Source: an optimization exercise on an open RTL-to-GDS flow (aim: small area). Production flows keep margins and buffers that such runs may drop.
Only simulation tests tie the RTL to the original design; equivalence was not proved.
No activity file was given, so power comes from the tool's default toggle rates.

## oak
==> flow/design.v <==
module mipsPipeline (
    input  logic        clk,
    input  logic        rst_n,
    output logic [29:0] iCacheAddr,
    input  logic [31:0] iCacheRdata,
    input  logic        iCacheStall,
    output logic        dCacheRen,
    output logic        dCacheWen,
    output logic [29:0] dCacheAddr,
    output logic [31:0] dCacheWdata,
    input  logic [31:0] dCacheRdata,
    input  logic        dCacheStall
);
    logic [4:0]  ph;         
    logic        clr;        
    logic [29:0] pc;         
    logic [28:0] ir;         
    logic        irW;        
    logic        exV;        
    logic        ctPend;     
    logic        ldPend;     
    logic        stPend;     
    logic        wbEn;       
    logic [4:0]  wd;         
    logic        cy;         
    logic        eq;         
    logic [31:1] d;          
    logic [28:0] a;          
    logic        ax;         
    logic        dx;         
    wire bnd = (ph == 5'd0);
    wire [4:0] j = ph - 5'd1;    
    wire [5:0] iop    = iCacheRdata[31:26];
    wire [2:0] icls;
    assign icls[2] = (iop == 6'h23) | (iop == 6'h2b) | (iop == 6'h04) | (iop == 6'h02);
    assign icls[1] = (iop == 6'h00) | (iop == 6'h08) | (iop == 6'h04) | (iop == 6'h02);
    assign icls[0] = (iop == 6'h08) | (iop == 6'h2b) | (iop == 6'h02);
    wire [2:0] cls    = ir[28:26];
    wire [5:0] fn     = ir[5:0];
    wire       isR    = (cls == 3'b010);
    wire       isAddi = (cls == 3'b011);
    wire       isLw   = (cls == 3'b100);
    wire       isSw   = (cls == 3'b101);
    wire       isBeq  = (cls == 3'b110);
    wire       isJ    = (cls == 3'b111);
    wire       isMem  = cls[2] & ~cls[1];
    wire       isCtrl = cls[2] & cls[1];
    wire       fSub   = isR & (fn == 6'h22);
    wire       fAnd   = isR & (fn == 6'h24);
    wire       fOr    = isR & (fn == 6'h25);
    wire       fSlt   = isR & (fn == 6'h2a);
    wire [4:0] rs     = ir[25:21];
    wire [4:0] rt     = ir[20:16];
    logic [31:0] tap;
    logic        wbAct;
    logic        wbit;
    assign tap[0] = 1'b0;
    logic [3:0] weLo;
    logic [7:0] weHi;
    always_comb begin
        for (int i = 0; i < 4; i++) weLo[i] = wbAct & (wd[1:0] == i);
        for (int i = 0; i < 8; i++) weHi[i] = (wd[4:2] == i);
    end
    genvar k;
    generate
        for (k = 1; k < 32; k++) begin : g_reg
            logic [31:0] r;
            wire we = weLo[k % 4] & weHi[k / 4];
            always_ff @(posedge clk) begin
                r <= {r[30:0], we ? wbit : (r[31] & ~clr)};
            end
            assign tap[k] = r[0];
        end
    endgenerate
    wire rsb = tap[rs];
    wire rtb = tap[rt];
    wire [4:0] isel = (!isJ && j > 5'd15) ? 5'd15 : j;
    wire [31:0] irx = {6'b0, ir[25:0]};
    wire immb = irx[isel];
    wire [31:0] pcx = {2'b0, pc};
    wire pcb = pcx[j];
    wire sub  = fSub | fSlt;
    wire jLow = (j <= 5'd25);
    wire opA  = isCtrl ? (pcb & ~(isJ & jLow)) : rsb;
    wire opB  = (isJ ? (jLow & immb) : (isR ? rtb : immb)) ^ sub;
    wire cin  = (ph == 5'd1) ? sub : cy;
    wire sum  = opA ^ opB ^ cin;
    wire cout = (opA & opB) | (opA & cin) | (opB & cin);
    wire slt  = (rsb ^ rtb) ? rsb : sum;
    logic res;
    always_comb begin
        if (fAnd)                        res = rsb & rtb;
        else if (fOr)                    res = rsb | rtb;
        else if (fSlt)                   res = 1'b0;
        else                             res = sum;
    end
    wire dIn = ~clr & (isSw ? rtb : res);
    wire memNow    = bnd & exV & isMem;
    wire pend      = ldPend | stPend;
    assign dCacheRen   = (bnd & exV & isLw) | ldPend;
    assign dCacheWen   = (bnd & exV & isSw) | stPend;
    assign dCacheAddr  = {pend ? ax : sum, a};
    assign dCacheWdata = {stPend ? dx : rtb, d};
    wire loadServe = bnd & dCacheRen & ~dCacheStall;
    wire memBlock  = dCacheStall & ((exV & isMem) | pend);
    wire wbNow = (exV & (isR | isAddi)) | loadServe;
    assign wbAct = bnd ? wbNow : wbEn;
    always_comb begin
        if (bnd & loadServe)             wbit = dCacheRdata[0];
        else if (bnd & exV & fSlt)       wbit = slt;
        else                             wbit = d[1];
    end
    wire jumpNow = bnd & exV & (isJ | (isBeq & eq & (rsb ~^ rtb)));
    wire fetch = ~iCacheStall & ~irW & (~exV | bnd) & ~ctPend;
    wire start = bnd & (fetch | irW) & ~memBlock & ~jumpNow;
    wire ctUpd = ctPend & ~iCacheStall & ~clr;
    wire dHold = stPend | (ctPend & ~clr) | (bnd & exV & (isSw | isCtrl));
    assign iCacheAddr = pc;
    logic [30:0] pcT;
    always_comb begin
        pcT[0] = fetch;
        for (int i = 0; i < 30; i++) pcT[i+1] = pcT[i] & pc[i];
    end
    always_ff @(posedge clk) pc <= ctUpd ? d[30:1] : pc ^ pcT[29:0];
    always_ff @(posedge clk) begin
        if (!rst_n) begin
            ph     <= '0;
            clr    <= 1'b1;
            irW    <= 1'b0;
            exV    <= 1'b0;
            ctPend <= 1'b1;
            ldPend <= 1'b0;
            stPend <= 1'b0;
            wbEn   <= 1'b0;
        end else begin
            ph  <= ph + 5'd1;
            if (ph == 5'd31) clr <= 1'b0;
            irW <= (fetch | irW) & ~start & ~jumpNow;
            if (bnd) exV <= start;
            if (jumpNow) ctPend <= 1'b1;
            else if (ctUpd) ctPend <= 1'b0;
            ldPend <= (bnd & exV & isLw & dCacheStall) | (ldPend & ~(bnd & ~dCacheStall));
            stPend <= ((bnd & exV & isSw) | stPend) & dCacheStall;
            if (bnd) wbEn <= wbNow;
        end
    end
    always_ff @(posedge clk) begin
        if (fetch) ir <= {icls, iCacheRdata[25:0]};
        cy <= cout;
        if (exV) eq <= ((ph == 5'd1) | eq) & (rsb ~^ rtb);
        if (exV && ph == 5'd31) wd <= isR ? ir[15:11] : ir[20:16];
        if (memNow) begin
            ax <= sum;
            dx <= rtb;
        end
        if (!bnd && !pend) a <= {sum, a[28:1]};
        if (loadServe) d <= dCacheRdata[31:1];
        else if (!dHold) d <= {dIn, d[31:2]};
    end
endmodule
Settings: LEC_CHECK=0, CAP_MARGIN=20, CORE_MARGIN=2, CORE_UTILIZATION=60, SLEW_MARGIN=20; clock period 7.5 ns.
standard.sh (not shown) runs the stock make flow with config.mk's settings and CLKGATE_MAP_FILE= SYNTH_SCRIPT=/design/flow/synth_recipe.tcl, a recipe that flattens the netlist after the stock synthesis.
==> flow/flow/run.sh <==
#!/bin/bash
# Standard ORFS layout, with smaller port buffers and a clock tree without dummy loads.
set -euo pipefail
bash standard.sh \
  "BUFFER_PORTS_ARGS=-buffer_cell sky130_fd_sc_hd__buf_1" \
  "CTS_ARGS=-sink_clustering_enable -repair_clock_nets -dont_use_dummy_load -buf_list sky130_fd_sc_hd__clkbuf_8 -sink_clustering_size 22 -sink_clustering_max_diameter 60" \
  finish > orfs_make.log 2>&1
The final layout from oak, which completed every stage, passed the timing, design-rule and antenna checks at the end of the flow.
> inputs changed (oak -> pine)
--- a/flow/design.v
+++ b/flow/design.v
@@ -24,10 +24,8 @@
     logic [4:0]  wd;         
     logic        cy;         
     logic        eq;         
-    logic [31:1] d;          
-    logic [28:0] a;          
-    logic        ax;         
-    logic        dx;         
+    logic [31:0] d;          
+    logic [31:0] a;          
     wire bnd = (ph == 5'd0);
     wire [4:0] j = ph - 5'd1;    
     wire [5:0] iop    = iCacheRdata[31:26];
@@ -94,14 +92,14 @@
         else if (fSlt)                   res = 1'b0;
         else                             res = sum;
     end
-    wire dIn = ~clr & (isSw ? rtb : res);
-    wire memNow    = bnd & exV & isMem;
+    wire dIn = isSw ? rtb : res;
     wire pend      = ldPend | stPend;
-    assign dCacheRen   = (bnd & exV & isLw) | ldPend;
-    assign dCacheWen   = (bnd & exV & isSw) | stPend;
-    assign dCacheAddr  = {pend ? ax : sum, a};
-    assign dCacheWdata = {stPend ? dx : rtb, d};
-    wire loadServe = bnd & dCacheRen & ~dCacheStall;
+    assign dCacheRen   = bnd & ((exV & isLw) | ldPend) & ~dCacheStall;
+    assign dCacheWen   = bnd & ((exV & isSw) | stPend) & ~dCacheStall;
+    assign dCacheAddr  = {pend ? a[0] : sum, a[31:3]};
+    assign dCacheWdata = {pend ? d[0] : rtb, d[31:1]};
+    wire loadServe = dCacheRen;
+    wire loadCap   = bnd & ((exV & isLw) | ldPend);    
     wire memBlock  = dCacheStall & ((exV & isMem) | pend);
     wire wbNow = (exV & (isR | isAddi)) | loadServe;
     assign wbAct = bnd ? wbNow : wbEn;
@@ -113,15 +111,14 @@
     wire jumpNow = bnd & exV & (isJ | (isBeq & eq & (rsb ~^ rtb)));
     wire fetch = ~iCacheStall & ~irW & (~exV | bnd) & ~ctPend;
     wire start = bnd & (fetch | irW) & ~memBlock & ~jumpNow;
-    wire ctUpd = ctPend & ~iCacheStall & ~clr;
-    wire dHold = stPend | (ctPend & ~clr) | (bnd & exV & (isSw | isCtrl));
+    wire ctUpd = ctPend & (ph == 5'd1) & ~iCacheStall & ~clr;
     assign iCacheAddr = pc;
     logic [30:0] pcT;
     always_comb begin
         pcT[0] = fetch;
         for (int i = 0; i < 30; i++) pcT[i+1] = pcT[i] & pc[i];
     end
-    always_ff @(posedge clk) pc <= ctUpd ? d[30:1] : pc ^ pcT[29:0];
+    always_ff @(posedge clk) pc <= ctUpd ? d[29:0] : pc ^ pcT[29:0];
     always_ff @(posedge clk) begin
         if (!rst_n) begin
             ph     <= '0;
@@ -137,10 +134,9 @@
             if (ph == 5'd31) clr <= 1'b0;
             irW <= (fetch | irW) & ~start & ~jumpNow;
             if (bnd) exV <= start;
-            if (jumpNow) ctPend <= 1'b1;
-            else if (ctUpd) ctPend <= 1'b0;
+            ctPend <= (jumpNow | ctPend) & ~ctUpd;
             ldPend <= (bnd & exV & isLw & dCacheStall) | (ldPend & ~(bnd & ~dCacheStall));
-            stPend <= ((bnd & exV & isSw) | stPend) & dCacheStall;
+            stPend <= (bnd & exV & isSw & dCacheStall) | (stPend & ~(bnd & ~dCacheStall));
             if (bnd) wbEn <= wbNow;
         end
     end
@@ -149,12 +145,8 @@
         cy <= cout;
         if (exV) eq <= ((ph == 5'd1) | eq) & (rsb ~^ rtb);
         if (exV && ph == 5'd31) wd <= isR ? ir[15:11] : ir[20:16];
-        if (memNow) begin
-            ax <= sum;
-            dx <= rtb;
-        end
-        if (!bnd && !pend) a <= {sum, a[28:1]};
-        if (loadServe) d <= dCacheRdata[31:1];
-        else if (!dHold) d <= {dIn, d[31:2]};
+        a <= {exV ? sum : a[0], a[31:1]};
+        if (loadCap) d <= dCacheRdata;
+        else d <= {clr ? 1'b0 : exV ? dIn : d[0], d[31:1]};
     end
 endmodule
[summary]
oak → pine: post-route worst hold slack rose 0.010 ns; final core utilization fell 1.2 points; portion of the clock cycle consumed by the worst path in the final layout fell 1.9 points.
First element of the critical path = iCacheStall: pine; first element of the critical path = ph[1]: oak
pine does better than oak on final HPWL from detailed placement.
| maximum achievable frequency | pine vs oak | better |
The lower share of power burned in the clock network of pine and oak is in oak.
The higher detailed-route wire length on metal 1 of pine and oak is in oak.
pine against oak: overall die width level; via count lower; detailed-router iteration count before antenna repair lost 1; worst voltage drop across the vdd grid went up 20%.
pine: synthesized cell count is 17 higher than what oak reported.

==> static timing again, ports no longer ideal <==
No port has a modelled driver above. Below, the same layouts with a new extraction and two added sets of constraints. Step 1 (the two cells are an assumption about what drives the block):
set clk [get_ports {clk}]
set_driving_cell -lib_cell sky130_fd_sc_hd__clkbuf_16 $clk
set_driving_cell -lib_cell sky130_fd_sc_hd__buf_2 [delete_from_list [all_inputs] $clk]
Step 2 adds t to the input delays and takes it off the output delays; t is the mean of the earliest and latest rising clock arrival at the registers after step 1. Input paths then give back, and output paths get back, about the clock's delay inside the block. a / b / c = no drivers / after step 1 / after step 2; a / b = the first two.
| run | shift t [ns] | setup WS [ns] | latest minus earliest clock arrival (ns) |
|---|---|---|---|
| oak | 0.710 | 0.536 / 0.536 / -0.014 | 0.120 / 0.120 |
| pine | 0.705 | 0.675 / 0.686 / -0.019 | 0.119 / 0.119 |
Met with ideal ports but missed after step 2: setup timing in oak and pine. The setup slack of pine, which loses most, moves by +0.011 ns with the drivers and by -0.694 ns with both steps.
